This design comes from an exercise in tuning for small area, a short achievable clock period and few clock cycles per item on the open sky130 flow, not from production work. Where RTL was checked, it was by simulation tests only, not by an equivalence proof against the original. Only the layout flow was run in runs 2 and 3; the RTL was not checked for function there. Power figures rest on the tool's default switching activity, not on a simulated workload.

### flow/run.sh
#!/bin/bash
set -o pipefail
export SETUP_SLACK_MARGIN=7
export TNS_END_PERCENT=0
bash standard.sh finish > standard_flow.log 2>&1
### standard.sh
#!/bin/bash
# synth_recipe.tcl (not shown) runs the flow's synth.tcl, then flattens the netlist and writes it again
# the make line also repeats each setting of config.mk as NAME=value (left out here)
make -C /OpenROAD-flow-scripts/flow DESIGN_CONFIG=/design/flow/config.mk WORK_HOME=/design/flow/orfs CLKGATE_MAP_FILE= SYNTH_SCRIPT=/design/flow/synth_recipe.tcl "${@:-finish}"
### config.mk
export PLATFORM = sky130hd
export DESIGN_NAME = proc_simd_sat_alu_pipe
export DESIGN_NICKNAME = proc_simd_sat_alu_pipe
export VERILOG_FILES = /design/flow/design.v
export SDC_FILE = /design/flow/constraint.sdc
export NUM_CORES = 4
export LEC_CHECK = 0
export CAP_MARGIN = 20
export CORE_MARGIN = 2
export CORE_UTILIZATION = 40
export SLEW_MARGIN = 20
### constraint.sdc
create_clock -name core_clock -period 11.0 [get_ports {clk}]
set_input_delay 2.2000 -clock core_clock [delete_from_list [all_inputs] [get_ports {clk}]]
set_output_delay 2.2000 -clock core_clock [all_outputs]
set_load 0.01 [all_outputs]
### design.v
module proc_simd_sat_alu_pipe #(
   parameter int p_nbits       = 32,
   parameter int p_ov_set_wins = 1
) (
   input  logic               clk,
   input  logic               reset,
   input  logic               req_val,
   output logic               req_rdy,
   input  logic [3:0]         req_fn,
   input  logic [1:0]         req_ew,
   input  logic [p_nbits-1:0] req_in0,
   input  logic [p_nbits-1:0] req_in1,
   output logic               resp_val,
   input  logic               resp_rdy,
   output logic [p_nbits-1:0] resp_out,
   output logic               resp_sat,
   input  logic               ov_clr,
   output logic               ov_flag
);
   logic        s1_val;
   logic [3:0]  fn;
   logic [31:0] a, bx;    
   logic        sub, m8, m16, sad, right;
   logic        cin, gk1, gp1, gk2, gp2;    
   logic        d_sub, d_m8, d_m16, d_sad, d_right;
   assign d_sad   = (req_ew == 2'd3);
   assign d_m8    = (req_ew == 2'd0) || d_sad;
   assign d_m16   = (req_ew == 2'd1);
   assign d_sub   = d_sad || (!req_fn[3] && !(req_fn == 4'd0 || req_fn == 4'd2 || req_fn == 4'd4))
                 || (req_fn == 4'd8) || (req_fn == 4'd9) || (req_fn == 4'd10) || (req_fn == 4'd11);
   assign d_right = (req_fn == 4'd13) || (req_fn == 4'd14);
   logic brk1, brk2, brk3;
   assign brk1 = m8;
   assign brk2 = m8 | m16;
   assign brk3 = m8;
   logic        ga1, gb1, ga2, gb2, ga3, gb3;
   assign ga1 = gk1 | gp1;  assign gb1 = gk1;
   assign ga2 = gk2 | gp2;  assign gb2 = gk2;
   assign ga3 = gk1 | gp1;  assign gb3 = gk1;
   logic [36:0] xa, xb, xs;
   assign xa = {1'b0, a[31:24], ga3, a[23:16], ga2, a[15:8], ga1, a[7:0], 1'b1};
   assign xb = {1'b0, bx[31:24], gb3, bx[23:16], gb2, bx[15:8], gb1, bx[7:0], cin};
   assign xs = xa + xb;
   logic [31:0] s;
   logic [3:0]  cb;    
   assign s  = {xs[35:28], xs[26:19], xs[17:10], xs[8:1]};
   assign cb = {xs[36], xs[27], xs[18], xs[9]};
   logic [3:0] nb, ab, vb, sgnb;
   always_comb begin
      for (int i = 0; i < 4; i++) begin
         nb[i]   = s[8*i+7];
         ab[i]   = a[8*i+7];
         vb[i]   = s[8*i+7] ^ a[8*i+7] ^ bx[8*i+7] ^ cb[i];
      end
   end
   logic [3:0] cl, vl, nl, al;    
   always_comb begin
      for (int i = 0; i < 4; i++) begin
         int t;
         t = m8 ? i : (m16 ? (i | 1) : 3);
         cl[i] = cb[t];
         vl[i] = vb[t];
         nl[i] = nb[t];
         al[i] = ab[t];
      end
   end
   logic [3:0] ult, slt;
   assign ult = ~cl;
   assign slt = nl ^ vl;
   logic [31:0] msb;
   always_comb begin
      for (int j = 0; j < 32; j++)
         msb[j] = m8 ? ((j % 8) == 7) : (m16 ? ((j % 16) == 15) : (j == 31));
   end
   logic [4:0] shb [4];
   always_comb begin
      for (int i = 0; i < 4; i++) begin
         if (m8)       shb[i] = {2'b00, bx[8*i +: 3]};
         else if (m16) shb[i] = {1'b0, bx[16*(i/2) +: 4]};
         else          shb[i] = bx[4:0];
      end
   end
   logic [31:0] x, y;
   logic [4:0]  shx [4];
   logic [3:0]  fill;
   logic [31:0] st [6];
   always_comb begin
      for (int j = 0; j < 32; j++) x[j] = right ? a[31-j] : a[j];
      for (int i = 0; i < 4; i++) begin
         shx[i]  = right ? shb[3-i] : shb[i];
         fill[i] = (fn == 4'd14) ? al[3-i] : 1'b0;
      end
      st[0] = x;
      for (int k = 0; k < 5; k++) begin
         for (int j = 0; j < 32; j++) begin
            int base;
            base = m8 ? (j / 8) * 8 : (m16 ? (j / 16) * 16 : 0);
            if (shx[j/8][k]) begin
               if (j - (1 << k) >= base) st[k+1][j] = st[k][j - (1 << k)];
               else                      st[k+1][j] = fill[j/8];
            end else
               st[k+1][j] = st[k][j];
         end
      end
      y = st[5];
   end
   logic [3:0] ovb, ovs;
   always_comb begin
      for (int i = 0; i < 4; i++) begin
         logic [1:0] d, hi;
         logic       any, part;
         d    = m8 ? 2'd0 : (m16 ? 2'(~i & 1) : 2'(3 - i));
         hi   = shb[i][4:3];
         any  = 1'b0;
         part = 1'b0;
         for (int q = 0; q < 8; q++) begin
            logic df;
            df  = a[8*i+q] ^ al[i];
            any = any | df;
            if (shb[i][2:0] >= 3'(7 - q)) part = part | df;
         end
         ovb[i] = (hi > d) ? any : ((hi == d) ? part : 1'b0);
      end
      for (int i = 0; i < 4; i++)
         ovs[i] = m8 ? ovb[i] : (m16 ? (ovb[i|1] | ovb[i & 2]) : (|ovb));
   end
   logic [7:0]  ad [4];
   logic [3:0]  bw;    
   logic [10:0] x1, y1, sv1, cv1;
   assign bw = ~cb;
   always_comb for (int i = 0; i < 4; i++) ad[i] = s[8*i +: 8] ^ {8{bw[i]}};
   assign x1  = 11'(ad[0] ^ ad[1] ^ ad[2]);
   assign y1  = 11'({(ad[0] & ad[1]) | (ad[0] & ad[2]) | (ad[1] & ad[2]), bw[0]});
   assign sv1 = x1 ^ y1 ^ 11'(ad[3]);
   assign cv1 = {(x1[9:0] & y1[9:0]) | (x1[9:0] & 10'(ad[3])) | (y1[9:0] & 10'(ad[3])), bw[1]};
   logic [3:0] e_s, e_a, e_b, e_y, e_yr, e_one, e_svm, e_svo, satb;
   always_comb begin
      for (int i = 0; i < 4; i++) begin
         logic e_sv;
         e_s[i]  = (fn == 4'd0) || (fn == 4'd1) || ((fn == 4'd2 || fn == 4'd3) && !vl[i])
                || (fn == 4'd4 && !cl[i]) || (fn == 4'd5 && cl[i]);
         e_one[i] = (fn == 4'd4 && cl[i]) || (fn == 4'd10 && slt[i]) || (fn == 4'd11 && ult[i]);
         e_sv    = ((fn == 4'd2 || fn == 4'd3) && vl[i]) || (fn == 4'd15 && ovs[i]);
         e_a[i]  = (fn == 4'd6 && !slt[i]) || (fn == 4'd7 && slt[i])
                || (fn == 4'd8 && !ult[i]) || (fn == 4'd9 && ult[i]);
         e_b[i]  = (fn == 4'd6 && slt[i]) || (fn == 4'd7 && !slt[i])
                || (fn == 4'd8 && ult[i]) || (fn == 4'd9 && !ult[i]);
         e_y[i]  = (fn == 4'd12) || (fn == 4'd15 && !ovs[i]);
         e_yr[i] = (fn == 4'd13) || (fn == 4'd14);
         e_svm[i] = e_one[i] || (e_sv && al[i]);
         e_svo[i] = e_one[i] || (e_sv && !al[i]);
         case (fn)
            4'd2, 4'd3: satb[i] = vl[i];
            4'd4:       satb[i] = cl[i];
            4'd5:       satb[i] = ~cl[i];
            4'd15:      satb[i] = ovs[i];
            default:    satb[i] = 1'b0;
         endcase
      end
   end
   logic [31:0] res;
   always_comb begin
      for (int j = 0; j < 32; j++) begin
         int i;
         i = j / 8;
         res[j] = (e_s[i] & s[j]) | (e_a[i] & a[j]) | (e_b[i] & ~bx[j]) | (e_y[i] & y[j])
                | (e_yr[i] & y[31-j]) | (msb[j] ? e_svm[i] : e_svo[i]);
      end
   end
   logic [31:0] s2_in;
   logic        s2_sat_in;
   assign s2_in     = sad ? {8'd0, bw[3], bw[2], cv1, sv1} : res;
   assign s2_sat_in = !sad && (|satb);
   logic        s2_val, s2_sat, s2_sad, s2_clr;
   logic [31:0] s2_r;
   logic [31:0] acc, acc_g, sp_out, o_in;
   logic [21:0] acc_hi_run;    
   logic [10:0] x3, y3;
   logic [11:0] sad_lo;
   assign acc_g = s2_clr ? 32'd0 : acc;
   always_comb begin
      acc_hi_run[0] = 1'b1;
      for (int k = 1; k < 22; k++) acc_hi_run[k] = acc_hi_run[k-1] & acc_g[9+k];
   end
   assign x3     = 11'(acc_g[9:0]) ^ s2_r[10:0] ^ s2_r[21:11];
   assign y3     = {(10'(acc_g[9:0]) & s2_r[9:0]) | (10'(acc_g[9:0]) & s2_r[20:11])
                    | (s2_r[9:0] & s2_r[20:11]), s2_r[22]};
   assign sad_lo = {x3, 1'b1} + {y3, s2_r[23]};
   assign sp_out = {acc_g[31:10] ^ ({22{sad_lo[11]}} & acc_hi_run), sad_lo[10:1]};
   assign o_in   = s2_sad ? sp_out : s2_r;
   logic        o_val, k_val;
   logic [31:0] o_out, k_out;
   logic        o_sat, k_sat;
   logic        take, mv2, s2_ld, ov_set;
   assign mv2      = s2_val && !k_val;           
   assign s2_ld    = !s2_val || !k_val;          
   assign req_rdy  = !s1_val || s2_ld;           
   assign take     = o_val && resp_rdy;
   assign resp_val = o_val;
   assign resp_out = o_out;
   assign resp_sat = o_sat;
   assign ov_set   = take && o_sat;
   always_ff @(posedge clk) begin
      if (!reset) begin
         s1_val  <= 1'b0;
         s2_val  <= 1'b0;
         o_val   <= 1'b0;
         k_val   <= 1'b0;
         acc     <= '0;
         ov_flag <= 1'b0;
      end else begin
         if (req_rdy) s1_val <= req_val;
         if (s2_ld)   s2_val <= s1_val;
         if (!o_val || resp_rdy) o_val <= k_val || mv2;
         k_val <= k_val ? !resp_rdy : (mv2 && o_val && !resp_rdy);
         if (mv2 && s2_sad) acc <= sp_out;
         if (ov_set && ov_clr) ov_flag <= (p_ov_set_wins != 0);
         else if (ov_set)      ov_flag <= 1'b1;
         else if (ov_clr)      ov_flag <= 1'b0;
      end
   end
   always_ff @(posedge clk) begin
      if (req_rdy) begin
         fn    <= req_fn;
         a     <= req_in0;
         bx    <= req_in1 ^ {32{d_sub}};
         sub   <= d_sub;
         m8    <= d_m8;
         m16   <= d_m16;
         sad   <= d_sad;
         right <= d_right;
         cin   <= d_sub;
         gk1   <= d_m8 & d_sub;
         gp1   <= !d_m8;
         gk2   <= (d_m8 | d_m16) & d_sub;
         gp2   <= !(d_m8 | d_m16);
      end
      if (s2_ld) begin
         s2_r   <= s2_in;
         s2_sat <= s2_sat_in;
         s2_sad <= sad;
         s2_clr <= fn[0];
      end
      if (!o_val || resp_rdy) begin
         o_out <= k_val ? k_out : o_in;
         o_sat <= k_val ? k_sat : s2_sat;
      end
      if (!k_val) begin
         k_out <= o_in;
         k_sat <= s2_sat;
      end
   end
endmodule
==> flow_summary_export.csv, run 1 <==
group,metric,value,unit
clocking,clk_pin_slew,0.06,ns
pwr,p_per_area,216,mW/mm²
critical_path,required,11.28,ns
grt,antenna_found_initial,2,
sta,finalSetupViolCount,0,
yosys,syn-mean-instance-area,9.01,µm²
grt,first_global_vias,16600,
critical_path,worstSetupStartpointType,"flop",
die,dieWidth,215,µm
grt,grt_start_max_net_pins,69,
sta,skew,0.0130,ns
min_path,worstHoldPathType,"flop to flop",
yosys,syn_area,0.0179,mm²
min_path,hp-start,"acc[8]",
die,fp-row-count,77,
pwr,vdd.ir_drop.worst,137,µV
sta,hold_slack,0.459,ns
place,io_buffer_count,110,
clocking,htreeDepth,1,
run,drv_cap,0,
grt,grt_usage,0.317,
clocking,cts_buffers,26,
sta,maxSlewHeadroom,0.287,
die,core,0.0441,mm²
sta,worst_pin_slew,1.07,ns
finish,drive_gt1_frac,0.178,
drt,avgViaCountPerCell,6.30,
outcome,outcome,"complete, no violations",
yosys,yosys.cell_types.count,107,
die,io_pins,111,
finish,final_nets,2281,
sta,finalCritPeriodShare,0.398,
sta,timing.fmax,228,MHz
yosys,synth-edff-count,145,
critical_path,path_class,"flop to flop",
die,die_h,215,µm
clocking,cts_buffer_depth,3,
drt,wire_per_inst,27.2,µm
finish,final_common_cell,"nand2_1",
clocking,clkSinkCount,215,
critical_path,cp-end-kind,"flop",
finish,areaGrowthSynthToFinish,23.1,%
critical_path,worstPathArrival,4.66,ns
yosys,synth_seq_area_share,0.322,
place,place.gp.congestion,0.992,
grt,overflow,0,
clocking,hold_buffers,0,
drt,first_pass_iters,5,
yosys,yosysWarningCount,36,
yosys,synth_fp_nets,2133,
die,die_area,0.0464,mm²
sta,hold_viol,0,
critical_path,cp-startpoint,"a[7]",
die,initial_utilization,0.405,
clocking,cts_tree,"yes",
clocking,ctsRootBufferMaster,"clkbuf_16",
drt,dr_total_vias,17300,
yosys,ys.flop_type,"edfxtp_1",
clocking,clock_latency,0.56,ns
yosys,synth_cells,1983,
critical_path,r2r_start,"a[7]",
yosys,ys_ff_latch,215,
pwr,leakagePower,8.03,nW
grt,grt_first_pass_wirelength,110000,µm
sta,rsz0062_at_grt,"true",
drt,drt-initial-drc-count,1821,
yosys,ys_async_sr_fraction,0,
drt,drt-total-wl,74500,µm
sta,tns,0,ns
sta,layout_min_cycle_time,4.38,ns
sta,drv_slew,0,
drt,drcViolationCount,0,
finish,final_cell_mix,"nand2_1 (190), edfxtp_1 (145), a21oi_1 (138)",
drt,detail-route-antenna-nets,0,
finish,antenna_cells,0,
critical_path,cp_max_fo,7,
place,hpwl,54800,µm
## cells in the mapped netlist (all sizes together) (13+ instances only)
cell    instances  area, µm²
or3            18        113
a211oi         32        273
o21a           17        129
nand2b         26        163
a221oi         21        238
o22ai          17        106
mux4           27        608
xor2           36        342
and3           21        138
nor3           47        235
buf            40        218
a22oi          24        180
dfxtp          70       1400
o211ai         25        211
xnor2         113       1020
ha             47        588
a21boi         30        225
nor3b          13       97.6
fa             28        561
o21ai         139        711
mux2           21        240
inv            44        165
nor2b          41        257
nand3          37        185
edfxtp        145       4350
nand4          15       93.8
a31oi          33        206
a21o           28        210
and2           21        131
nor2          139        524
mux2i          64        641
a21oi         150        751
nand2         191        717
clkbuf         88        345
## cell type report
| cell class | count | area [µm²] |
|---|---|---|
| repair buffers | 248 | 2320 |
| flip-flops and latches | 215 | 5760 |
| repair inverters | 1 | 5.00 |
| well taps | 592 | 741 |
| clock buffers | 28 | 668 |
| clock inverters | 19 | 186 |
| multi-input cells | 1592 | 12100 |
| fillers | 4259 | 22100 |
| inverters | 47 | 184 |
## stage by stage
stage	instance area (µm²)	worst slack, ns	total power [mW]	utilization	instances
global route	22000	6.53	5.00	0.498	2742
detailed placement	19500	5.34	3.59	0.441	2594
floorplan	17900	6.80	2.76	-	1983
global placement	19500	5.21	3.58	0.441	2594
finish	22000	6.62	4.75	0.498	2742
CTS	21900	6.79	4.69	0.496	2737
## kinds of logic (layout without fill, tap and decap cells)
family | Yosys count | count (layout) | synth area share
and+or+nand+nor | 614 | 615 | 0.167
adders and majority gates | 75 | 75 | 0.0643
xor gates and xnor gates | 149 | 149 | 0.0760
muxes | 112 | 112 | 0.0833
DFF | 215 | 215 | 0.322
buffers and inverters | 177 | 343 | 0.0425
AOI/OAI and AO/OA | 641 | 641 | 0.244
## worst max-delay path, cell delays in order (launching register included)
cell and delay [ns]:
edfxtp_1 0.42, buf_12 0.15, ha_4 0.31, and4b_1 0.27, and3_1 0.22, o221ai_4 0.14, buf_4 0.17, a21bo_1 0.21
a211o_4 0.41, xnor2_4 0.26, xor2_4 0.14, a221oi_4 0.36, xor2_1 0.13, a221o_2 0.51, a21oi_1 0.21, a31oi_2 0.16
## metal layers
layer,track usage,vias up,share of wire
met5,0,-,0
met4,0.183,0,0.070
met3,0.0488,217,0.088
met2,0.491,931,0.44
met1,0.419,8377,0.40
li1,-,7753,-
## report_power, final
part | leakage [nW] | switching [mW] | internal [mW] | total [mW]
logic | 5.48 | 1.54 | 1.12 | 2.65
registers | 2.14 | 0.141 | 1.09 | 1.23
clock network | 0.414 | 0.354 | 0.508 | 0.863
total | 8.03 | 2.03 | 2.72 | 4.75
## registers in the layout, indices dropped and copies added, names as in the netlist, 4 cells and up
name and cells:
a 32, acc 32, bx 32, k_out 32, o_out 32, s2_r 32, fn 4
## repair_timing
| action | in CTS | in global routing |
|---|---|---|
| cloned | 4 | 0 |
| setup buffers | 92 | 5 |
| pin swaps | 45 | 9 |
| setup endpoints to repair | 80 | 72 |
| gates resized for setup | 160 | 10 |
## final timing paths
kind	slack [ns]	cells past startpoint	to
setup / recovery	6.62	15	s2_r[2]
hold / removal	0.46	2	acc[8]
setup reg to reg	6.62	15	s2_r[2]
hold reg to reg	0.46	2	acc[8]
Testbench counts, summed over its fixed seeds: cycles 16,024, items 16,000.
==> run 2, diff against run 1 <==
--- a/design.v
+++ b/design.v
@@ -20,8 +20,10 @@
    logic        s1_val;
    logic [3:0]  fn;
    logic [31:0] a, bx;    
-   logic        sub, m8, m16, sad, right;
-   logic        cin, gk1, gp1, gk2, gp2;    
+   logic        m8, m16, sad, right;
+   logic        nm8, nm16;      
+   logic [3:0]  gg, gp;        
+   logic        sub;
    logic        d_sub, d_m8, d_m16, d_sad, d_right;
    assign d_sad   = (req_ew == 2'd3);
    assign d_m8    = (req_ew == 2'd0) || d_sad;
@@ -29,22 +31,36 @@
    assign d_sub   = d_sad || (!req_fn[3] && !(req_fn == 4'd0 || req_fn == 4'd2 || req_fn == 4'd4))
                  || (req_fn == 4'd8) || (req_fn == 4'd9) || (req_fn == 4'd10) || (req_fn == 4'd11);
    assign d_right = (req_fn == 4'd13) || (req_fn == 4'd14);
-   logic brk1, brk2, brk3;
-   assign brk1 = m8;
-   assign brk2 = m8 | m16;
-   assign brk3 = m8;
-   logic        ga1, gb1, ga2, gb2, ga3, gb3;
-   assign ga1 = gk1 | gp1;  assign gb1 = gk1;
-   assign ga2 = gk2 | gp2;  assign gb2 = gk2;
-   assign ga3 = gk1 | gp1;  assign gb3 = gk1;
-   logic [36:0] xa, xb, xs;
-   assign xa = {1'b0, a[31:24], ga3, a[23:16], ga2, a[15:8], ga1, a[7:0], 1'b1};
-   assign xb = {1'b0, bx[31:24], gb3, bx[23:16], gb2, bx[15:8], gb1, bx[7:0], cin};
-   assign xs = xa + xb;
+   logic [31:0] d_bx;
+   logic [3:0]  d_g, d_p;
+   assign d_bx = req_in1 ^ {32{d_sub}};
+   always_comb begin
+      for (int i = 0; i < 4; i++) begin
+         logic [8:0] gs;
+         gs     = 9'(req_in0[8*i +: 8]) + 9'(d_bx[8*i +: 8]);
+         d_g[i] = gs[8];
+         d_p[i] = &(req_in0[8*i +: 8] ^ d_bx[8*i +: 8]);
+      end
+   end
+   logic [3:0] cy, cb;    
+   always_comb begin
+      cy[0] = sub;
+      cb[0] = gg[0] | (gp[0] & cy[0]);
+      cy[1] = m8 ? sub : cb[0];
+      cb[1] = gg[1] | (gp[1] & cy[1]);
+      cy[2] = (m8 | m16) ? sub : cb[1];
+      cb[2] = gg[2] | (gp[2] & cy[2]);
+      cy[3] = m8 ? sub : cb[2];
+      cb[3] = gg[3] | (gp[3] & cy[3]);
+   end
    logic [31:0] s;
-   logic [3:0]  cb;    
-   assign s  = {xs[35:28], xs[26:19], xs[17:10], xs[8:1]};
-   assign cb = {xs[36], xs[27], xs[18], xs[9]};
+   always_comb begin
+      for (int i = 0; i < 4; i++) begin
+         logic [8:0] bs;
+         bs = {a[8*i +: 8], 1'b1} + {bx[8*i +: 8], cy[i]};
+         s[8*i +: 8] = bs[8:1];
+      end
+   end
    logic [3:0] nb, ab, vb, sgnb;
    always_comb begin
       for (int i = 0; i < 4; i++) begin
@@ -64,9 +80,12 @@
          al[i] = ab[t];
       end
    end
-   logic [3:0] ult, slt;
+   logic [3:0] ult, slt, sltb;
+   always_comb for (int i = 0; i < 4; i++)
+      sltb[i] = (a[8*i+7] == bx[8*i+7]) ? a[8*i+7] : ~cb[i];
    assign ult = ~cl;
-   assign slt = nl ^ vl;
+   always_comb for (int i = 0; i < 4; i++)
+      slt[i] = m8 ? sltb[i] : (m16 ? sltb[i | 1] : sltb[3]);
    logic [31:0] msb;
    always_comb begin
       for (int j = 0; j < 32; j++)
@@ -75,8 +94,8 @@
    logic [4:0] shb [4];
    always_comb begin
       for (int i = 0; i < 4; i++) begin
-         if (m8)       shb[i] = {2'b00, bx[8*i +: 3]};
-         else if (m16) shb[i] = {1'b0, bx[16*(i/2) +: 4]};
+         if (!nm8)       shb[i] = {2'b00, bx[8*i +: 3]};
+         else if (!nm16) shb[i] = {1'b0, bx[16*(i/2) +: 4]};
          else          shb[i] = bx[4:0];
       end
    end
@@ -94,7 +113,7 @@
       for (int k = 0; k < 5; k++) begin
          for (int j = 0; j < 32; j++) begin
             int base;
-            base = m8 ? (j / 8) * 8 : (m16 ? (j / 16) * 16 : 0);
+            base = !nm8 ? (j / 8) * 8 : (!nm16 ? (j / 16) * 16 : 0);
             if (shx[j/8][k]) begin
                if (j - (1 << k) >= base) st[k+1][j] = st[k][j - (1 << k)];
                else                      st[k+1][j] = fill[j/8];
@@ -194,7 +213,11 @@
    logic        take, mv2, s2_ld, ov_set;
    assign mv2      = s2_val && !k_val;           
    assign s2_ld    = !s2_val || !k_val;          
-   assign req_rdy  = !s1_val || s2_ld;           
+   logic        s1_val_n, s2_val_n, k_val_n, rdy_q;
+   assign req_rdy  = rdy_q;
+   assign s1_val_n = req_rdy ? req_val : s1_val;
+   assign s2_val_n = s2_ld ? s1_val : s2_val;
+   assign k_val_n  = k_val ? !resp_rdy : (mv2 && o_val && !resp_rdy);
    assign take     = o_val && resp_rdy;
    assign resp_val = o_val;
    assign resp_out = o_out;
@@ -204,15 +227,17 @@
       if (!reset) begin
          s1_val  <= 1'b0;
          s2_val  <= 1'b0;
+         rdy_q   <= 1'b1;
          o_val   <= 1'b0;
          k_val   <= 1'b0;
          acc     <= '0;
          ov_flag <= 1'b0;
       end else begin
-         if (req_rdy) s1_val <= req_val;
-         if (s2_ld)   s2_val <= s1_val;
+         s1_val <= s1_val_n;
+         s2_val <= s2_val_n;
+         k_val  <= k_val_n;
+         rdy_q  <= !s1_val_n || !s2_val_n || !k_val_n;
          if (!o_val || resp_rdy) o_val <= k_val || mv2;
-         k_val <= k_val ? !resp_rdy : (mv2 && o_val && !resp_rdy);
          if (mv2 && s2_sad) acc <= sp_out;
          if (ov_set && ov_clr) ov_flag <= (p_ov_set_wins != 0);
          else if (ov_set)      ov_flag <= 1'b1;
@@ -224,16 +249,15 @@
          fn    <= req_fn;
          a     <= req_in0;
          bx    <= req_in1 ^ {32{d_sub}};
-         sub   <= d_sub;
          m8    <= d_m8;
          m16   <= d_m16;
          sad   <= d_sad;
          right <= d_right;
-         cin   <= d_sub;
-         gk1   <= d_m8 & d_sub;
-         gp1   <= !d_m8;
-         gk2   <= (d_m8 | d_m16) & d_sub;
-         gp2   <= !(d_m8 | d_m16);
+         nm8   <= !d_m8;
+         nm16  <= !d_m16;
+         sub   <= d_sub;
+         gg    <= d_g;
+         gp    <= d_p;
       end
       if (s2_ld) begin
          s2_r   <= s2_in;
==> flow_summary_export.csv, run 2 <==
group,metric,value,unit
yosys,ys.flop_type,"edfxtp_1",
critical_path,cp-startpoint,"m8",
yosys,syn-mean-instance-area,9.19,µm²
grt,use_met3,0.0573,
clocking,cts_buffers,26,
place,hpwl,57600,µm
die,die_area,0.0483,mm²
drt,dr_total_vias,17900,
yosys,ys_async_sr_fraction,0,
grt,use_met2,0.499,
die,initial_utilization,0.403,
grt,grt_start_max_net_pins,70,
yosys,yosysWarningCount,36,
place,place.gp.congestion,1.03,
critical_path,path_class,"flop to flop",
critical_path,crit_path_max_incr_delay,0.46,ns
clocking,clock_latency,0.58,ns
sta,rsz0062_at_grt,"true",
pwr,power,4.63,mW
sta,hold_slack,0.455,ns
drt,drt-initial-drc-count,2156,
critical_path,cp_max_fo,7,
die,io_pins,111,
yosys,synth_area_leaders,"edfxtp_1 (24%), dfxtp_1 (7.6%), ha_1 (5.1%)",
finish,finalNonFillerCells,2820,
pwr,p_per_area,203,mW/mm²
finish,antenna_cells,0,
sta,layout_min_cycle_time,4.09,ns
die,core,0.0463,mm²
drt,avgViaCountPerCell,6.36,
yosys,syn_area,0.0186,mm²
yosys,ys_ff_latch,222,
yosys,yosys.cell_types.count,116,
sta,tns,0,ns
drt,detail-route-antenna-nets,0,
place,dp.cells,2661,
drt,wire_per_inst,27.2,µm
clocking,clkSinkCount,222,
die,fp-row-count,79,
sta,finalSetupViolCount,0,
drt,drcViolationCount,0,
yosys,synth_cells,2027,
pwr,vdd.ir_drop.worst,179,µV
clocking,clk_pin_slew,0.06,ns
place,io_buffer_count,110,
sta,finalCritPeriodShare,0.372,
min_path,worstHoldPathType,"flop to flop",
yosys,synth_common_cells,"nand2_1 (188), edfxtp_1 (151), a21oi_1 (150), nor2_1 (141), o21ai_0 (105)",
finish,drive_gt1_frac,0.181,
drt,drt-total-wl,76800,µm
grt,use_met1,0.393,
yosys,synth_seq_area_share,0.320,
outcome,outcome,"complete, no violations",
grt,antenna_found_initial,0,
yosys,synth_fp_nets,2209,
finish,final_cell_mix,"nand2_1 (183), edfxtp_1 (151), a21oi_1 (142)",
die,dieWidth,220,µm
finish,areaGrowthSynthToFinish,22.4,%
critical_path,worstSetupStartpointType,"flop",
run,drv_cap,0,
finish,final_common_cell,"nand2_1",
critical_path,critPathTopFamily,"compound AO/OA/AOI/OAI gates",
sta,worst_pin_slew,1.10,ns
critical_path,crit_chain,"buf_12 -> buf_4 -> o21ai_2 -> nand2_2 -> o311ai_0 -> o211a_1 -> o22a_2 -> buf_4 -> o211ai_4 -> a221oi_4 -> o21ai_2 -> a221o_1 -> o22a_1",
yosys,yosysMostFrequentCell,"nand2_1",
grt,grt_usage,0.311,
clocking,cts_tree,"yes",
sta,maxSlewHeadroom,0.267,
critical_path,critPathBufInv,3,
grt,grt.busiest_layer,"met2",
critical_path,critPathSlowestCell,"o21ai_2",
pwr,leakagePower,8.54,nW
sta,hold_viol,0,
clocking,cts_buffer_depth,3,
critical_path,worstPathArrival,4.38,ns
min_path,hp-start,"k_out[12]",
critical_path,required,11.29,ns
sta,skew,0.0235,ns
clocking,ctsRootBufferMaster,"clkbuf_16",
sta,timing.fmax,245,MHz
yosys,yosysTopAreaCellShare,0.243,
die,die_h,220,µm
grt,grt_first_pass_wirelength,111000,µm
finish,final_nets,2377,
sta,drv_slew,0,
critical_path,cp-end-kind,"flop",
grt,first_global_vias,17100,
clocking,htreeDepth,1,
critical_path,r2r_start,"m8",
drt,first_pass_iters,8,
yosys,synth-edff-count,151,
yosys,synth_top_area_cell,"edfxtp_1",
grt,overflow,0,
==> run 2: cell types whose count changed after synthesis, sizes merged, moves of 10 or more <==
cell    before  now
mux4        27   14
ha          47   76
nand4       15   28
inv         44   63
a21o        28   52
xnor2      113  102
o21ai      139  123
a21boi      30    5
o221ai      10   20
a22oi       24   34
clkbuf      88   66
nor3        47   33
buf         40   51
==> run 2: cell families after synthesis <==
kind of cell,after synthesis,share of synthesized area
flops,222,0.320
buf+inv,183,0.0427
xor+xnor,142,0.0668
mux,101,0.0674
compound gates,674,0.261
simple gates,596,0.157
fa+ha+maj,109,0.0855
==> run 2: cell type report <==
class | instances | area, µm²
Tap cell | 607 | 759
Fill cell | 4366 | 23500
Timing Repair Buffer | 257 | 2490
Clock inverter | 17 | 154
Clock buffer | 29 | 662
Inverter | 66 | 253
Multi-Input combinational cell | 1622 | 12500
Sequential cell | 222 | 5960
==> run 2: metal layers <==
| metal | vias to the layer above | share of wire |
|---|---|---|
| li1 | 8027 | - |
| met1 | 8694 | 0.40 |
| met2 | 984 | 0.45 |
| met3 | 243 | 0.084 |
| met4 | 0 | 0.067 |
| met5 | - | 0 |
==> run 2: power by group <==
part           leakage (nW)  total, mW  internal, mW  switching [mW]
registers              2.21       1.29          1.12           0.169
clock network         0.390      0.840         0.463           0.377
logic                  5.94       2.50          1.06            1.45
==> run 2: path summary, 6_finish.rpt <==
check / depth (start not counted) / to / slack (ns)
worst min-delay path: 1 / k_out[12] / 0.46
worst min register to register: 1 / k_out[12] / 0.46
worst max-delay path: 13 / s2_r[1] / 6.91
worst max register to register: 13 / s2_r[1] / 6.91
==> run 2: worst reg2reg max path: stages (launching register included) <==
cell and delay, ns:
edfxtp_1 0.42, buf_12 0.16, buf_4 0.13, o21ai_2 0.46, nand2_2 0.32, o311ai_0 0.44, o211a_1 0.33, o22a_2 0.23
buf_4 0.13, o211ai_4 0.10, a221oi_4 0.34, o21ai_2 0.18, a221o_1 0.32, o22a_1 0.25
==> run 2: what timing repair did <==
| action | CTS | global route |
|---|---|---|
| resized for setup | 84 | 87 |
| hold buffers | 0 | 0 |
| setup buffers | 39 | 70 |
| gates cloned | 4 | 0 |
| pin swaps | 19 | 56 |
| setup endpoints to repair | 87 | 61 |
==> run 2: stage by stage <==
stage | utilization | area [µm²] | worst slack, ns
3_3_place_gp | 0.437 | 20200 | 5.98
5_1_grt | 0.493 | 22800 | 6.86
3_5_place_dp | 0.437 | 20200 | 5.94
4_1_cts | 0.472 | 21900 | 6.91
6_report | 0.493 | 22800 | 6.91
2_1_floorplan | - | 18600 | 6.72
==> run 3, diff against run 2 <==
==> flow/run.sh (replaced) <==
#!/bin/bash
set -o pipefail
export SETUP_SLACK_MARGIN=8
export TNS_END_PERCENT=0
bash standard.sh finish > standard_flow.log 2>&1
==> flow_summary_export.csv, run 3 <==
group,metric,value,unit
outcome,outcome,"complete, no violations",
grt,grt_start_max_net_pins,71,
finish,drive_gt1_frac,0.156,
sta,layout_min_cycle_time,4.19,ns
grt,first_global_vias,17100,
clocking,cts_buffers,25,
grt,use_met2,0.489,
critical_path,required,11.34,ns
sta,drv_slew,0,
yosys,synth_seq_area_share,0.320,
critical_path,crit_chain,"buf_12 -> buf_4 -> buf_4 -> or3b_1 -> a211oi_1 -> nor2_1 -> a32oi_1 -> nor2_1 -> a21oi_1 -> a21oi_1 -> a22oi_1 -> a22oi_1 -> a31oi_1",
clocking,cts_tree,"yes",
die,core,0.0463,mm²
yosys,yosysTopAreaCellShare,0.243,
yosys,ys_ff_latch,222,
yosys,yosysMostFrequentCell,"nand2_1",
drt,drcViolationCount,0,
drt,detail-route-antenna-nets,0,
place,hpwl,55100,µm
drt,first_pass_iters,8,
pwr,leakagePower,8.22,nW
clocking,clkSinkCount,222,
yosys,syn-mean-instance-area,9.19,µm²
sta,tns,0,ns
yosys,ys.flop_type,"edfxtp_1",
critical_path,worstSetupStartpointType,"flop",
grt,overflow,0,
sta,timing.fmax,239,MHz
critical_path,critPathSlowestCell,"or3b_1",
yosys,synth-edff-count,151,
grt,use_met3,0.0571,
min_path,worstHoldPathType,"flop to flop",
pwr,vdd.ir_drop.worst,152,µV
yosys,synth_top_area_cell,"edfxtp_1",
sta,maxSlewHeadroom,0.294,
die,io_pins,111,
drt,dr_total_vias,17800,
pwr,p_per_area,206,mW/mm²
finish,areaGrowthSynthToFinish,19.6,%
clocking,htreeDepth,1,
clocking,clock_latency,0.57,ns
critical_path,cp_max_fo,6,
clocking,ctsRootBufferMaster,"clkbuf_16",
die,fp-row-count,79,
place,dp.cells,2654,
sta,rsz0062_at_grt,"true",
grt,grt_first_pass_wirelength,108000,µm
yosys,yosysWarningCount,36,
yosys,yosys.cell_types.count,116,
die,die_area,0.0483,mm²
finish,final_common_cell,"nand2_1",
yosys,synth_common_cells,"nand2_1 (188), edfxtp_1 (151), a21oi_1 (150), nor2_1 (141), o21ai_0 (105)",
die,dieWidth,220,µm
sta,hold_slack,0.451,ns
finish,final_nets,2327,
sta,finalSetupViolCount,0,
finish,final_cell_mix,"nand2_1 (186), edfxtp_1 (151), a21oi_1 (140), nor2_1 (140), clkdlybuf4s50_1 (106)",
critical_path,path_class,"flop to flop",
sta,finalCritPeriodShare,0.381,
finish,finalNonFillerCells,2772,
critical_path,worstPathArrival,4.53,ns
place,io_buffer_count,110,
grt,grt.busiest_layer,"met2",
drt,drt-initial-drc-count,2120,
die,die_h,220,µm
yosys,syn_area,0.0186,mm²
die,initial_utilization,0.403,
place,place.gp.congestion,1.06,
critical_path,critPathTopFamily,"compound AO/OA/AOI/OAI gates",
yosys,synth_area_leaders,"edfxtp_1 (24%), dfxtp_1 (7.6%), ha_1 (5.1%)",
drt,avgViaCountPerCell,6.42,
run,drv_cap,0,
grt,grt_usage,0.300,
grt,antenna_found_initial,1,
grt,use_met1,0.379,
drt,drt-total-wl,74300,µm
yosys,synth_cells,2027,
yosys,ys_async_sr_fraction,0,
sta,worst_pin_slew,1.06,ns
clocking,hold_buffers,0,
yosys,synth_fp_nets,2209,
critical_path,cp-end-kind,"flop",
critical_path,critPathBufInv,3,
sta,hold_viol,0,
sta,skew,0.0214,ns
clocking,cts_buffer_depth,3,
critical_path,crit_path_max_incr_delay,0.54,ns
drt,wire_per_inst,26.8,µm
clocking,clk_pin_slew,0.06,ns
## run 3: cell counts after synthesis
Identical to the previous run, type by type.
## run 3: path summary, 6_finish.rpt
kind | from | end | slack [ns] | depth (start not counted)
hold reg to reg | acc[3] | acc[3] | 0.45 | 2
hold / removal | acc[3] | acc[3] | 0.45 | 2
setup reg to reg | m8 | s2_r[10] | 6.81 | 13
setup / recovery | m8 | s2_r[10] | 6.81 | 13
## run 3: logic make-up after synthesis
| family | synth area share |
|---|---|
| adder cells (fa/ha/maj) | 0.0855 |
| AND/OR/NAND/NOR | 0.157 |
| XOR/XNOR | 0.0668 |
| buffers and inverters | 0.0427 |
| flip-flops | 0.320 |
| AO/OA/AOI/OAI | 0.261 |
| multiplexers | 0.0674 |
## run 3: worst register-to-register path: cells and delay by family, from the launching register on
family	cells	cell delay, ns
DFF	1	0.43
and+or+nand+nor	3	0.77
AOI/OAI and AO/OA	7	2.28
buffers and inverters	3	0.48
## run 3: layout make-up
| class | instances | area, µm² |
|---|---|---|
| Antenna cell | 1 | 2.50 |
| Clock buffer | 36 | 719 |
| Clock inverter | 10 | 91.3 |
| Fill cell | 4444 | 24000 |
| Inverter | 66 | 260 |
| Multi-Input combinational cell | 1622 | 12400 |
| Sequential cell | 222 | 5960 |
| Tap cell | 607 | 759 |
| Timing Repair Buffer | 207 | 2030 |
| Timing Repair inverter | 1 | 5.00 |
## run 3: where the power goes
part           total, mW  internal, mW  leakage (nW)  switching (mW)
Sequential          1.30          1.12          2.21           0.178
Combinational       2.46          1.04          5.62            1.42
Clock              0.835         0.481         0.397           0.354
## run 3: metrics by stage
stage / power [mW] / setup slack, ns / utilization / instance area, µm²
after floorplan: 2.78 / 6.91 / - / 18700
after global placement: 3.50 / 6.01 / 0.437 / 20200
after detailed placement: 3.54 / 5.95 / 0.437 / 20200
after CTS: 4.46 / 6.85 / 0.467 / 21600
after global routing: 4.85 / 6.72 / 0.481 / 22300
final: 4.59 / 6.81 / 0.481 / 22300
## run 3: what timing repair did
item | in CTS | in global routing
resized for setup | 60 | 72
endpoints found under the setup margin | 200 | 232
pin swaps | 11 | 28
setup buffers | 33 | 33
gates cloned | 4 | 0
## run 3: layer usage
metal	part of all wire	routed length (µm)	up-vias
met5	0	0	-
met4	0.059	4410	0
met3	0.093	6910	265
met2	0.46	33800	1010
met1	0.39	29200	8619
li1	-	-	7913
==> run 4, diff against run 3 <==
--- a/design.v
+++ b/design.v
@@ -20,7 +20,8 @@
    logic        s1_val;
    logic [3:0]  fn;
    logic [31:0] a, bx;    
-   logic        m8, m16, sad, right;
+   logic        m8, m16, sad;
+   logic [4:0]  shx [4];       
    logic        nm8, nm16;      
    logic [3:0]  gg, gp;        
    logic        sub;
@@ -30,17 +31,31 @@
    assign d_m16   = (req_ew == 2'd1);
    assign d_sub   = d_sad || (!req_fn[3] && !(req_fn == 4'd0 || req_fn == 4'd2 || req_fn == 4'd4))
                  || (req_fn == 4'd8) || (req_fn == 4'd9) || (req_fn == 4'd10) || (req_fn == 4'd11);
-   assign d_right = (req_fn == 4'd13) || (req_fn == 4'd14);
-   logic [31:0] d_bx;
+   assign d_right = ((req_fn == 4'd13) || (req_fn == 4'd14)) && !d_sad;
    logic [3:0]  d_g, d_p;
-   assign d_bx = req_in1 ^ {32{d_sub}};
-   always_comb begin
-      for (int i = 0; i < 4; i++) begin
-         logic [8:0] gs;
-         gs     = 9'(req_in0[8*i +: 8]) + 9'(d_bx[8*i +: 8]);
-         d_g[i] = gs[8];
-         d_p[i] = &(req_in0[8*i +: 8] ^ d_bx[8*i +: 8]);
-      end
+   always_comb begin
+      for (int i = 0; i < 4; i++) begin
+         logic [8:0] ga, gs;
+         logic [7:0] nb;
+         nb     = ~req_in1[8*i +: 8];
+         ga     = 9'(req_in0[8*i +: 8]) + 9'(req_in1[8*i +: 8]);
+         gs     = 9'(req_in0[8*i +: 8]) + 9'(nb);
+         d_g[i] = d_sub ? gs[8] : ga[8];
+         d_p[i] = d_sub ? (req_in0[8*i +: 8] == req_in1[8*i +: 8])
+                        : (&(req_in0[8*i +: 8] ^ req_in1[8*i +: 8]));
+      end
+   end
+   logic [31:0] d_a;
+   logic [4:0]  d_shb [4];
+   logic [4:0]  d_shx [4];
+   always_comb begin
+      for (int j = 0; j < 32; j++) d_a[j] = d_right ? req_in0[31-j] : req_in0[j];
+      for (int i = 0; i < 4; i++) begin
+         if (d_m8)       d_shb[i] = {2'b00, req_in1[8*i +: 3]};
+         else if (d_m16) d_shb[i] = {1'b0, req_in1[16*(i/2) +: 4]};
+         else            d_shb[i] = req_in1[4:0];
+      end
+      for (int i = 0; i < 4; i++) d_shx[i] = d_right ? d_shb[3-i] : d_shb[i];
    end
    logic [3:0] cy, cb;    
    always_comb begin
@@ -91,24 +106,13 @@
       for (int j = 0; j < 32; j++)
          msb[j] = m8 ? ((j % 8) == 7) : (m16 ? ((j % 16) == 15) : (j == 31));
    end
-   logic [4:0] shb [4];
-   always_comb begin
-      for (int i = 0; i < 4; i++) begin
-         if (!nm8)       shb[i] = {2'b00, bx[8*i +: 3]};
-         else if (!nm16) shb[i] = {1'b0, bx[16*(i/2) +: 4]};
-         else          shb[i] = bx[4:0];
-      end
-   end
    logic [31:0] x, y;
-   logic [4:0]  shx [4];
    logic [3:0]  fill;
    logic [31:0] st [6];
    always_comb begin
-      for (int j = 0; j < 32; j++) x[j] = right ? a[31-j] : a[j];
-      for (int i = 0; i < 4; i++) begin
-         shx[i]  = right ? shb[3-i] : shb[i];
-         fill[i] = (fn == 4'd14) ? al[3-i] : 1'b0;
-      end
+      x = a;
+      for (int i = 0; i < 4; i++)
+         fill[i] = (fn == 4'd14) && (!nm8 ? a[8*i] : (!nm16 ? a[16*(i/2)] : a[0]));
       st[0] = x;
       for (int k = 0; k < 5; k++) begin
          for (int j = 0; j < 32; j++) begin
@@ -129,14 +133,14 @@
          logic [1:0] d, hi;
          logic       any, part;
          d    = m8 ? 2'd0 : (m16 ? 2'(~i & 1) : 2'(3 - i));
-         hi   = shb[i][4:3];
+         hi   = shx[i][4:3];
          any  = 1'b0;
          part = 1'b0;
          for (int q = 0; q < 8; q++) begin
             logic df;
             df  = a[8*i+q] ^ al[i];
             any = any | df;
-            if (shb[i][2:0] >= 3'(7 - q)) part = part | df;
+            if (shx[i][2:0] >= 3'(7 - q)) part = part | df;
          end
          ovb[i] = (hi > d) ? any : ((hi == d) ? part : 1'b0);
       end
@@ -247,12 +251,12 @@
    always_ff @(posedge clk) begin
       if (req_rdy) begin
          fn    <= req_fn;
-         a     <= req_in0;
+         a     <= d_a;
          bx    <= req_in1 ^ {32{d_sub}};
          m8    <= d_m8;
          m16   <= d_m16;
          sad   <= d_sad;
-         right <= d_right;
+         for (int i = 0; i < 4; i++) shx[i] <= d_shx[i];
          nm8   <= !d_m8;
          nm16  <= !d_m16;
          sub   <= d_sub;
--- a/config.mk
+++ b/config.mk
@@ -5,7 +5,11 @@
 export SDC_FILE = /design/flow/constraint.sdc
 export NUM_CORES = 4
 export LEC_CHECK = 0
+export ABC_AREA = 1
 export CAP_MARGIN = 20
 export CORE_MARGIN = 2
-export CORE_UTILIZATION = 40
+export CORE_UTILIZATION = 65
+export CTS_BUF_LIST = sky130_fd_sc_hd__clkbuf_4 sky130_fd_sc_hd__clkbuf_8
+export CTS_CLUSTER_SIZE = 30
+export PLACE_DENSITY = 0.75
 export SLEW_MARGIN = 20
==> flow_summary_export.csv, run 4 <==
group,metric,value,unit
yosys,synth_mux_area_frac,0.00219,
yosys,synth_adder_area_share,0.0834,
grt,grt_usage,0.477,
finish,final_nets,2826,
place,place.gp.congestion,1.07,
die,dieWidth,172,µm
yosys,syn_area,0.0183,mm²
min_path,min_delay_path_depth,2,
yosys,ys_ff_latch,236,
outcome,outcome,"complete, no violations",
finish,final_cell_mix,"nand2_1 (674), inv_1 (301), o21ai_0 (269)",
yosys,synth_top_family_by_area,"simple AND/OR/NAND/NOR gates",
die,core,0.0277,mm²
yosys,synth_simple_gate_area_frac,0.260,
grt,use_met2,0.765,
pwr,vdd.ir_drop.worst,167,µV
min_path,hp-start,"k_sat",
critical_path,reg2reg_slack,6.77,ns
min_path,min_to,"k_sat",
sta,rsz0062_at_grt,"true",
yosys,synth_cells,2531,
die,die_area,0.0294,mm²
grt,overflow,0,
yosys,yosysWarningCount,37,
yosys,synth_top_area_cell,"edfxtp_1",
yosys,synth_fp_nets,2709,
drt,wire_per_inst,24.2,µm
yosys,yosys.cell_types.count,52,
die,initial_utilization,0.659,
yosys,yosysTopAreaCellShare,0.271,
clocking,hold_buffers,0,
die,fp-row-count,61,
yosys,synth_xor_xnor_area_share,0.0710,
critical_path,worstPathArrival,4.57,ns
sta,skew,0.0209,ns
grt,use_met3,0.107,
die,die_h,172,µm
clocking,ctsRootBufferMaster,"clkbuf_8",
finish,drive_gt1_frac,0.0837,
drt,first_pass_iters,10,
finish,final_common_cell,"nand2_1",
drt,drt-total-wl,73900,µm
critical_path,r2r_cells,18,
critical_path,r2r-end,"o_out[30]",
pwr,p_per_area,219,mW/mm²
yosys,synth_area_leaders,"edfxtp_1 (27%), nand2_1 (14%), dfxtp_1 (7.8%)",
pwr,leakagePower,9.65,nW
yosys,synth_seq_area_share,0.349,
die,io_pins,111,
clocking,cts_buffer_depth,3,
finish,fillCellCount,1931,
yosys,synth_compound_gate_area_share,0.153,
place,hpwl,50200,µm
place,dp_slack,5.36,ns
sta,finalWorstSetupSlack,6.77,ns
clocking,clk_pin_slew,0.06,ns
sta,finalSetupViolCount,0,
drt,drt-initial-drc-count,3734,
critical_path,path_class,"flop to flop",
sta,finalCritPeriodShare,0.385,
grt,use_met1,0.568,
clocking,cts_buffers,39,
critical_path,worstSetupStartpointType,"flop",
clocking,clkSinkCount,236,
drt,avgViaCountPerCell,6.57,
sta,maxSlewHeadroom,0.330,
finish,multi_input_area,0.0108,mm²
yosys,yosysMostFrequentCell,"nand2_1",
grt,grt_start_max_net_pins,71,
grt,antenna_found_initial,6,
sta,hold_viol,0,
yosys,synth-edff-count,165,
pwr,power,4.66,mW
grt,first_global_vias,18700,
critical_path,r2r_start,"s2_clr",
yosys,ys_async_sr_fraction,0,
clocking,htreeDepth,2,
sta,timing.fmax,236,MHz
sta,worst_pin_slew,0.998,ns
finish,areaGrowthSynthToFinish,16.6,%
drt,detail-route-antenna-nets,0,
place,io_buffer_count,110,
finish,regArea,0.00638,mm²
critical_path,required,11.34,ns
sta,layout_min_cycle_time,4.23,ns
drt,dr_total_vias,20100,
run,drv_cap,0,
critical_path,cp-end-kind,"flop",
yosys,synth_common_cells,"nand2_1 (680), inv_1 (301), o21ai_0 (274), nor2_1 (197), edfxtp_1 (165)",
sta,drv_slew,0,
min_path,worstHoldPathType,"flop to flop",
clocking,cts_tree,"yes",
critical_path,cp_max_fo,11,
sta,tns,0,ns
yosys,ys.flop_type,"edfxtp_1",
grt,grt.busiest_layer,"met2",
clocking,clock_latency,0.57,ns
drt,drcViolationCount,0,
yosys,syn-mean-instance-area,7.21,µm²
grt,grt_first_pass_wirelength,105000,µm
[run 4: changes by cell type in the layout (fill, tap and decap cells not counted), moves of 33 or more]
cell | previous run | this run
nand2_1 | 186 | 674
inv_1 | 55 | 301
o21ai_0 | 94 | 269
nand3_1 | 39 | 140
nor2_1 | 140 | 191
a21o_1 | 52 | 4
buf_4 | 81 | 35
mux2i_1 | 50 | 4
clkbuf_8 | 1 | 43
xor2_1 | 36 | 75
xnor2_1 | 93 | 60
[run 4: worst max-delay path, cell delays in order (launching register included)]
cell and delay [ns]:
edfxtp_1 0.43, buf_12 0.18, nor2_1 0.21, fa_1 0.56, ha_4 0.31, a21oi_2 0.15, o31a_1 0.23, nand3_1 0.14
nand2_1 0.16, nand2_4 0.14, inv_4 0.14, nand4_1 0.17, nor2_2 0.18, inv_1 0.12, nor3_4 0.20, nand2_1 0.14
nand2_1 0.12, a21oi_1 0.09, o21ai_0 0.34
[run 4: metal layers]
metal / share of wire / routed length [µm]
met3: 0.14 / 10000
met4: 0.10 / 7510
met1: 0.32 / 24000
met5: 0 / 0
met2: 0.44 / 32400
[run 4: repair_timing]
item                                    in CTS  in global routing
endpoints found under the hold margin        0                  0
cloned                                       3                  0
setup buffers                               19                  9
pin swaps                                   20                 25
gates resized for setup                     74                 31
endpoints found under the setup margin     280                281
[run 4: power breakdown]
| group | internal (mW) | switching, mW |
|---|---|---|
| Sequential | 1.19 | 0.187 |
| Clock | 0.476 | 0.375 |
| Combinational | 0.856 | 1.58 |
[run 4: worst max-delay path by stage]
stage | startpoint | to | slack [ns] | depth (start not counted)
after CTS | m8 | s2_r[7] | 7.04 | 17
final | s2_clr | o_out[30] | 6.77 | 18
after global routing | s2_clr | o_out[30] | 6.58 | 18
after detailed placement | req_ew[0] | a[25] | 5.36 | 8
after global placement | req_ew[0] | shx[2][0] | 5.68 | 9
after floorplan | req_ew[0] | gg[1] | 6.69 | 12
[run 4: cell families after synthesis]
family | count (synthesis)
mux | 4
flops | 236
fa+ha+maj | 103
buf+inv | 394
compound gates | 515
xor+xnor | 147
simple gates | 1132
[run 4: layout make-up]
class,instances,area share
antenna,4,0.000471
clock buffer,55,0.0321
clock inverter,15,0.00759
inverter,314,0.0565
multi-input combinational,1901,0.506
sequential,236,0.300
tap,378,0.0222
timing repair buffer,156,0.0752
[run 4: metrics by stage]
step | utilization | cells | hold slack (ns) | instance area, µm²
finish | 0.768 | 3059 | 0.476 | 21300
CTS | 0.759 | 3046 | 0.467 | 21000
global placement | 0.709 | 2954 | 0.436 | 19600
global route | 0.767 | 3055 | 0.502 | 21300
floorplan | - | 2531 | 0.418 | 18300
detailed placement | 0.709 | 2954 | 0.452 | 19600
Testbench counts of run 4, summed over its fixed seeds: cycles 16,024, items 16,000.
==> run 5, diff against run 4 <==
==> flow/run.sh (replaced) <==
#!/bin/bash
set -o pipefail
export SETUP_SLACK_MARGIN=8
export TNS_END_PERCENT=0
export BUFFER_PORTS_ARGS="-buffer_cell sky130_fd_sc_hd__buf_2"
bash standard.sh finish > standard_flow.log 2>&1
--- a/config.mk
+++ b/config.mk
@@ -8,8 +8,7 @@
 export ABC_AREA = 1
 export CAP_MARGIN = 20
 export CORE_MARGIN = 2
-export CORE_UTILIZATION = 65
+export CORE_UTILIZATION = 55
 export CTS_BUF_LIST = sky130_fd_sc_hd__clkbuf_4 sky130_fd_sc_hd__clkbuf_8
 export CTS_CLUSTER_SIZE = 30
-export PLACE_DENSITY = 0.75
 export SLEW_MARGIN = 20
==> flow_summary_export.csv, run 5 <==
group,metric,value,unit
yosys,yosysTopAreaCellShare,0.271,
critical_path,cp_num_cells,12,
min_path,worstHoldPathType,"flop to flop",
sta,finalSetupViolCount,0,
drt,routed-wl-met3,4610,µm
finish,fillCellCount,3012,
place,place.gp.congestion,1.02,
drt,wire_per_inst,20.0,µm
critical_path,crit_path_frequent_cell,"ha_1",
finish,final_nets,2821,
critical_path,path_class,"primary input to flop",
grt,grt_usage,0.358,
drt,avgViaCountPerCell,5.74,
drt,first_pass_iters,6,
outcome,outcome,"complete, no violations",
yosys,yosysWarningCount,37,
die,core,0.0326,mm²
yosys,yosysMostFrequentCell,"nand2_1",
critical_path,cp-end-kind,"flop",
pwr,netSwitchingPower,1.83,mW
sta,worst_pin_slew,0.997,ns
die,die_area,0.0347,mm²
critical_path,critPathBufInv,2,
sta,rsz0062_at_grt,"true",
sta,tns,0,ns
critical_path,r2r_cells,18,
pwr,power_frac_seq,0.320,
grt,first_global_vias,16800,
clocking,cts_buffer_depth,3,
sta,finalCritPeriodShare,0.367,
finish,drive_gt1_frac,0.113,
drt,dr_total_vias,17900,
yosys,synth_top_area_cell,"edfxtp_1",
clocking,htreeDepth,2,
pwr,clkPwrFrac,0.205,
finish,areaGrowthSynthToFinish,12.1,%
drt,m1WireLength,25000,µm
yosys,synth_fp_nets,2709,
finish,antenna_cells,0,
place,hpwl,48700,µm
pwr,p_per_area,205,mW/mm²
pwr,p_sw_frac,0.436,
clocking,clk_pin_slew,0.06,ns
critical_path,required,11.33,ns
sta,timing.fmax,248,MHz
yosys,synth_area_leaders,"edfxtp_1 (27%), nand2_1 (14%), dfxtp_1 (7.8%)",
clocking,clock_latency,0.62,ns
sta,drv_slew,0,
min_path,min_delay_path_depth,2,
place,placed_area,0.0191,mm²
yosys,synth_cells,2531,
drt,route.met2.wl,29000,µm
die,io_pins,111,
critical_path,crit_chain,"buf_2 -> ha_1 -> a2111o_1 -> nand2_4 -> buf_12 -> xnor2_1 -> ha_1 -> a31o_2 -> nand3_1 -> nand2_1 -> a21oi_1 -> o21ai_0",
yosys,ys_async_sr_fraction,0,
sta,maxSlewHeadroom,0.335,
sta,layout_min_cycle_time,4.04,ns
run,drv_cap,0,
drt,top_layer,"met4",
die,die_h,186,µm
die,dieWidth,186,µm
grt,overflow,0,
yosys,syn_area,0.0183,mm²
grt,grt_start_max_net_pins,65,
sta,hold_viol,0,
yosys,synth_seq_area_share,0.349,
pwr,combPwrFrac,0.476,
finish,final_common_cell,"nand2_1",
critical_path,worstPathArrival,4.36,ns
critical_path,critPathTopFamily,"compound AO/OA/AOI/OAI gates",
clocking,ctsRootBufferMaster,"clkbuf_8",
sta,skew,0.0383,ns
critical_path,critPathSlowestCell,"a2111o_1",
yosys,ys.flop_type,"edfxtp_1",
critical_path,worstSetupStartpointType,"primary input",
clocking,cts_buffers,42,
yosys,synth-edff-count,165,
finish,final_cell_mix,"nand2_1 (673), inv_1 (301), o21ai_0 (272)",
drt,drcViolationCount,0,
clocking,cts_tree,"yes",
yosys,yosys.cell_types.count,52,
grt,antenna_found_initial,0,
die,initial_utilization,0.559,
critical_path,crit_path_max_incr_delay,0.36,ns
drt,detail-route-antenna-nets,0,
yosys,ys_ff_latch,236,
yosys,synth_common_cells,"nand2_1 (680), inv_1 (301), o21ai_0 (274), nor2_1 (197), edfxtp_1 (165)",
finish,finalInstanceArea,0.0205,mm²
die,fp-row-count,66,
drt,drt-initial-drc-count,1838,
pwr,p_int,2.37,mW
grt,grt_first_pass_wirelength,93200,µm
clocking,clkSinkCount,236,
drt,drt-total-wl,62200,µm
critical_path,cp_max_fo,11,
pwr,leakagePower,9.54,nW
place,io_buffer_count,110,
yosys,syn-mean-instance-area,7.21,µm²
pwr,vdd.ir_drop.worst,129,µV
-- run 5: tightest hold or removal path, cell delays in order (launching register included) --
cell and delay (ns):
dfxtp_1 0.31, nand2_1 0.06, a21oi_1 0.05
-- run 5: power by group through the flow --
stage | registers (mW) | logic, mW | clock network (mW)
after floorplan | 1.30 | 1.33 | 0
after global placement | 1.36 | 1.85 | 0
after detailed placement | 1.36 | 1.88 | 0
after CTS | 1.34 | 1.93 | 0.873
after global routing | 1.36 | 2.22 | 0.908
final | 1.34 | 2.00 | 0.858
-- run 5: repair_timing --
action                     CTS  global route
hold endpoints to repair     0             0
resized for setup           26            22
setup buffers               21             3
hold buffers                 0             0
pin swaps                   13             6
cloned                       0             2
setup endpoints to repair  242           232
-- run 5: final timing paths --
path	slack [ns]	end	startpoint
worst max-delay path	6.96	gg[1]	req_ew[0]
worst min-delay path	0.46	ov_flag	ov_flag
worst max register to register	6.99	s2_r[7]	m8
worst min register to register	0.46	ov_flag	ov_flag
-- run 5: final cells by class --
type | count | area [µm²] | share of cell area
inverter | 314 | 1190 | 0.0581
multi-input combinational | 1901 | 10600 | 0.516
clock inverter | 15 | 115 | 0.00563
tap | 442 | 553 | 0.0270
timing repair buffer | 148 | 901 | 0.0440
clock buffer | 61 | 771 | 0.0377
sequential | 236 | 6380 | 0.312
-- run 5: layer usage --
layer,vias to the layer above,GRT usage
met2,846,0.596
met3,195,0.0518
met4,0,0.197
met5,-,0
li1,8593,-
met1,8271,0.451
-- run 5: cells by family (layout without fill, tap and decap cells) --
group           Yosys count  in the layout  share of synthesized area
buf+inv                 394            538                     0.0817
mux                       4              4                    0.00219
flops                   236            236                      0.349
compound gates          515            515                      0.153
fa+ha+maj               103            103                     0.0834
xor+xnor                147            147                     0.0710
simple gates           1132           1132                      0.260
-- run 5: through the flow --
stage          utilization  instances  setup slack (ns)  hold WS [ns]  power (mW)
2_1_floorplan            -       2531              6.69         0.418        2.63
3_3_place_gp         0.587       3015              6.03         0.443        3.20
3_5_place_dp         0.587       3015              5.87         0.454        3.24
4_1_cts              0.622       3112              6.93         0.468        4.14
5_1_grt              0.627       3117              6.91         0.482        4.49
6_report             0.627       3117              6.96         0.462        4.20
==> run 6, diff against run 5 <==
==> flow/run.sh (replaced) <==
#!/bin/bash
set -o pipefail
export SETUP_SLACK_MARGIN=8
export TNS_END_PERCENT=0
bash standard.sh finish > standard_flow.log 2>&1
==> flow_summary_export.csv, run 6 <==
group,metric,value,unit
drt,drcViolationCount,0,
critical_path,r2r_start,"m8",
critical_path,cp-startpoint,"req_fn[3]",
yosys,syn_area,0.0183,mm²
grt,grt_usage,0.373,
yosys,synth_top_family_by_area,"simple AND/OR/NAND/NOR gates",
clocking,cts_buffer_depth,3,
finish,final_nets,2840,
critical_path,crit_path_end,"gg[1]",
place,dp_slack,5.51,ns
die,io_pins,111,
sta,finalWorstSetupSlack,7.09,ns
critical_path,r2r-end,"s2_r[5]",
sta,finalSetupViolCount,0,
yosys,synth-edff-count,165,
clocking,cts_tree,"yes",
yosys,synth_compound_gate_area_share,0.153,
critical_path,worstPathArrival,4.25,ns
sta,timing.fmax,256,MHz
finish,regArea,0.00638,mm²
min_path,worstHoldPathType,"flop to flop",
outcome,outcome,"complete, no violations",
yosys,ys_async_sr_fraction,0,
run,drv_cap,0,
clocking,clock_latency,0.62,ns
die,die_area,0.0347,mm²
pwr,vdd.ir_drop.worst,134,µV
sta,rsz0062_at_grt,"true",
sta,layout_min_cycle_time,3.91,ns
yosys,yosysTopAreaCellShare,0.271,
critical_path,critPathSlowestCell,"a2111o_1",
pwr,leakagePower,9.70,nW
yosys,yosysMostFrequentCell,"nand2_1",
yosys,yosysWarningCount,37,
sta,worst_pin_slew,1.03,ns
die,core,0.0326,mm²
critical_path,r2r_cells,17,
critical_path,reg2reg_slack,7.14,ns
yosys,synth_top_area_cell,"edfxtp_1",
grt,first_global_vias,17300,
sta,hold_viol,0,
critical_path,critPathTopFamily,"compound AO/OA/AOI/OAI gates",
die,initial_utilization,0.559,
sta,finalCritPeriodShare,0.356,
sta,drv_slew,0,
sta,skew,0.0363,ns
finish,final_cell_mix,"nand2_1 (673), inv_1 (299), o21ai_0 (268)",
sta,maxSlewHeadroom,0.312,
critical_path,worstSetupStartpointType,"primary input",
critical_path,crit_chain,"clkdlybuf4s15_1 -> a2111o_1 -> nand2_4 -> buf_12 -> xnor2_2 -> ha_1 -> a31o_2 -> nand3_1 -> nand2_2 -> a21oi_2 -> o21ai_1",
critical_path,required,11.34,ns
finish,multi_input_area,0.0108,mm²
yosys,synth_area_leaders,"edfxtp_1 (27%), nand2_1 (14%), dfxtp_1 (7.8%)",
critical_path,critPathBufInv,2,
yosys,synth_mux_area_frac,0.00219,
finish,antenna_cells,0,
clocking,clkSinkCount,236,
yosys,yosys.cell_types.count,52,
clocking,ctsRootBufferMaster,"clkbuf_8",
grt,grt_first_pass_wirelength,96600,µm
place,hpwl,49700,µm
yosys,synth_common_cells,"nand2_1 (680), inv_1 (301), o21ai_0 (274), nor2_1 (197), edfxtp_1 (165)",
yosys,ys.flop_type,"edfxtp_1",
clocking,clk_pin_slew,0.06,ns
clocking,htreeDepth,2,
place,io_buffer_count,110,
pwr,power,4.30,mW
grt,antenna_found_initial,0,
grt,grt_start_max_net_pins,73,
die,die_h,186,µm
drt,wire_per_inst,20.6,µm
sta,tns,0,ns
clocking,cts_buffers,40,
die,fp-row-count,66,
clocking,hold_buffers,0,
yosys,synth_xor_xnor_area_share,0.0710,
drt,first_pass_iters,6,
yosys,synth_simple_gate_area_frac,0.260,
yosys,ys_ff_latch,236,
grt,overflow,0,
critical_path,crit_path_max_incr_delay,0.41,ns
die,dieWidth,186,µm
sta,hold_slack,0.448,ns
critical_path,path_class,"primary input to flop",
finish,utilization,0.655,
yosys,synth_cells,2531,
yosys,synth_seq_area_share,0.349,
drt,dr_total_vias,18300,
critical_path,cp_max_fo,5,
pwr,p_per_area,201,mW/mm²
yosys,synth_adder_area_share,0.0834,
drt,detail-route-antenna-nets,0,
finish,drive_gt1_frac,0.0903,
finish,areaGrowthSynthToFinish,17.1,%
drt,avgViaCountPerCell,5.85,
critical_path,cp-end-kind,"flop",
finish,fillCellCount,2844,
drt,drt-total-wl,64500,µm
drt,drt-initial-drc-count,1877,
place,place.gp.congestion,1.02,
yosys,synth_fp_nets,2709,
critical_path,cp_num_cells,11,
yosys,syn-mean-instance-area,7.21,µm²
finish,final_common_cell,"nand2_1",
## run 6: cell counts after synthesis
No cell type changed its count.
## run 6: worst min path at each step
stage                     slack [ns]   from  depth (start not counted)     to
final                           0.45  k_sat                          2  k_sat
after global routing            0.47  k_sat                          2  k_sat
after CTS                       0.45  k_sat                          2  k_sat
after detailed placement        0.44  k_sat                          2  k_sat
after global placement          0.44  k_sat                          2  k_sat
after floorplan                 0.42  k_sat                          2  k_sat
## run 6: worst min-delay path, cell delays in order, from the launching register on
cell	delay, ns
dfxtp_1	0.30
nand2_1	0.04
nand2_1	0.07
## run 6: timing repair
| action | CTS | global route |
|---|---|---|
| cloned | 4 | 0 |
| setup buffers | 27 | 16 |
| pin swaps | 26 | 17 |
| endpoints found under the setup margin | 284 | 278 |
| gates resized for setup | 87 | 28 |
## run 6: final cells by class
type / instances / area share
multi-input combinational: 1901 / 0.503
sequential: 236 / 0.298
timing repair buffer: 169 / 0.0786
inverter: 314 / 0.0560
clock buffer: 57 / 0.0329
tap: 442 / 0.0259
clock inverter: 15 / 0.00509
## run 6: where the power goes
part | internal [mW] | leakage (nW) | switching (mW)
registers | 1.18 | 2.36 | 0.160
clock network | 0.440 | 0.432 | 0.373
logic | 0.799 | 6.91 | 1.35
total | 2.42 | 9.70 | 1.88
## run 6: routing by layer
layer	GRT usage	wire, µm	up-vias
met5	0	0	-
met4	0.233	4290	0
met3	0.0526	5290	206
met2	0.610	29400	966
met1	0.466	25500	8530
li1	-	-	8636
## run 6: cell families after synthesis
logic type	Yosys count
buffers and inverters	394
and+or+nand+nor	1132
DFF	236
AOI/OAI and AO/OA	515
xor gates and xnor gates	147
adders and majority gates	103
muxes	4
## run 6: per-stage QoR
stage	cell area (µm²)	std cells
CTS	21200	3118
floorplan	18300	2531
detailed placement	19700	3015
global placement	19700	3015
finish	21400	3134
global route	21400	3134

## what the ideal ports hide
In the flow no input, the clock included, has a driving cell. The finished layouts below were timed again as built, in two steps. Step 1 (the two cells are an assumption about what drives the block):
set clk [get_ports {clk}]
set_driving_cell -lib_cell sky130_fd_sc_hd__clkbuf_16 $clk
set_driving_cell -lib_cell sky130_fd_sc_hd__buf_2 [delete_from_list [all_inputs] $clk]
Step 2 adds t to the input delays and takes it off the output delays; t is the mean of the earliest and latest rising clock arrival at the registers after step 1. Input paths then give back, and output paths get back, about the clock's delay inside the block. Slacks: no drivers / after step 1 / after step 2; pairs: no drivers / after step 1.
| run | t, ns | setup WS [ns] | clock arrival spread, ns | slew at the worst register clock pin (ns) |
|---|---|---|---|---|
| run 1 | 0.617 | 6.617 / 6.617 / 6.617 | 0.013 / 0.013 | 0.06 / 0.06 |
| run 2 | 0.629 | 6.912 / 6.912 / 6.380 | 0.023 / 0.023 | 0.08 / 0.08 |
| run 3 | 0.613 | 6.809 / 6.809 / 6.389 | 0.022 / 0.022 | 0.06 / 0.06 |
| run 4 | 0.605 | 6.768 / 6.768 / 6.293 | 0.021 / 0.021 | 0.08 / 0.08 |
| run 5 | 0.651 | 6.963 / 6.994 / 6.347 | 0.043 / 0.044 | 0.07 / 0.07 |
| run 6 | 0.657 | 7.088 / 7.116 / 6.458 | 0.037 / 0.037 | 0.07 / 0.07 |
After both steps setup and hold are still met in every run listed. For run 6, which loses most, drivers alone change the setup slack by +0.028 ns; drivers and shift together by -0.630 ns.
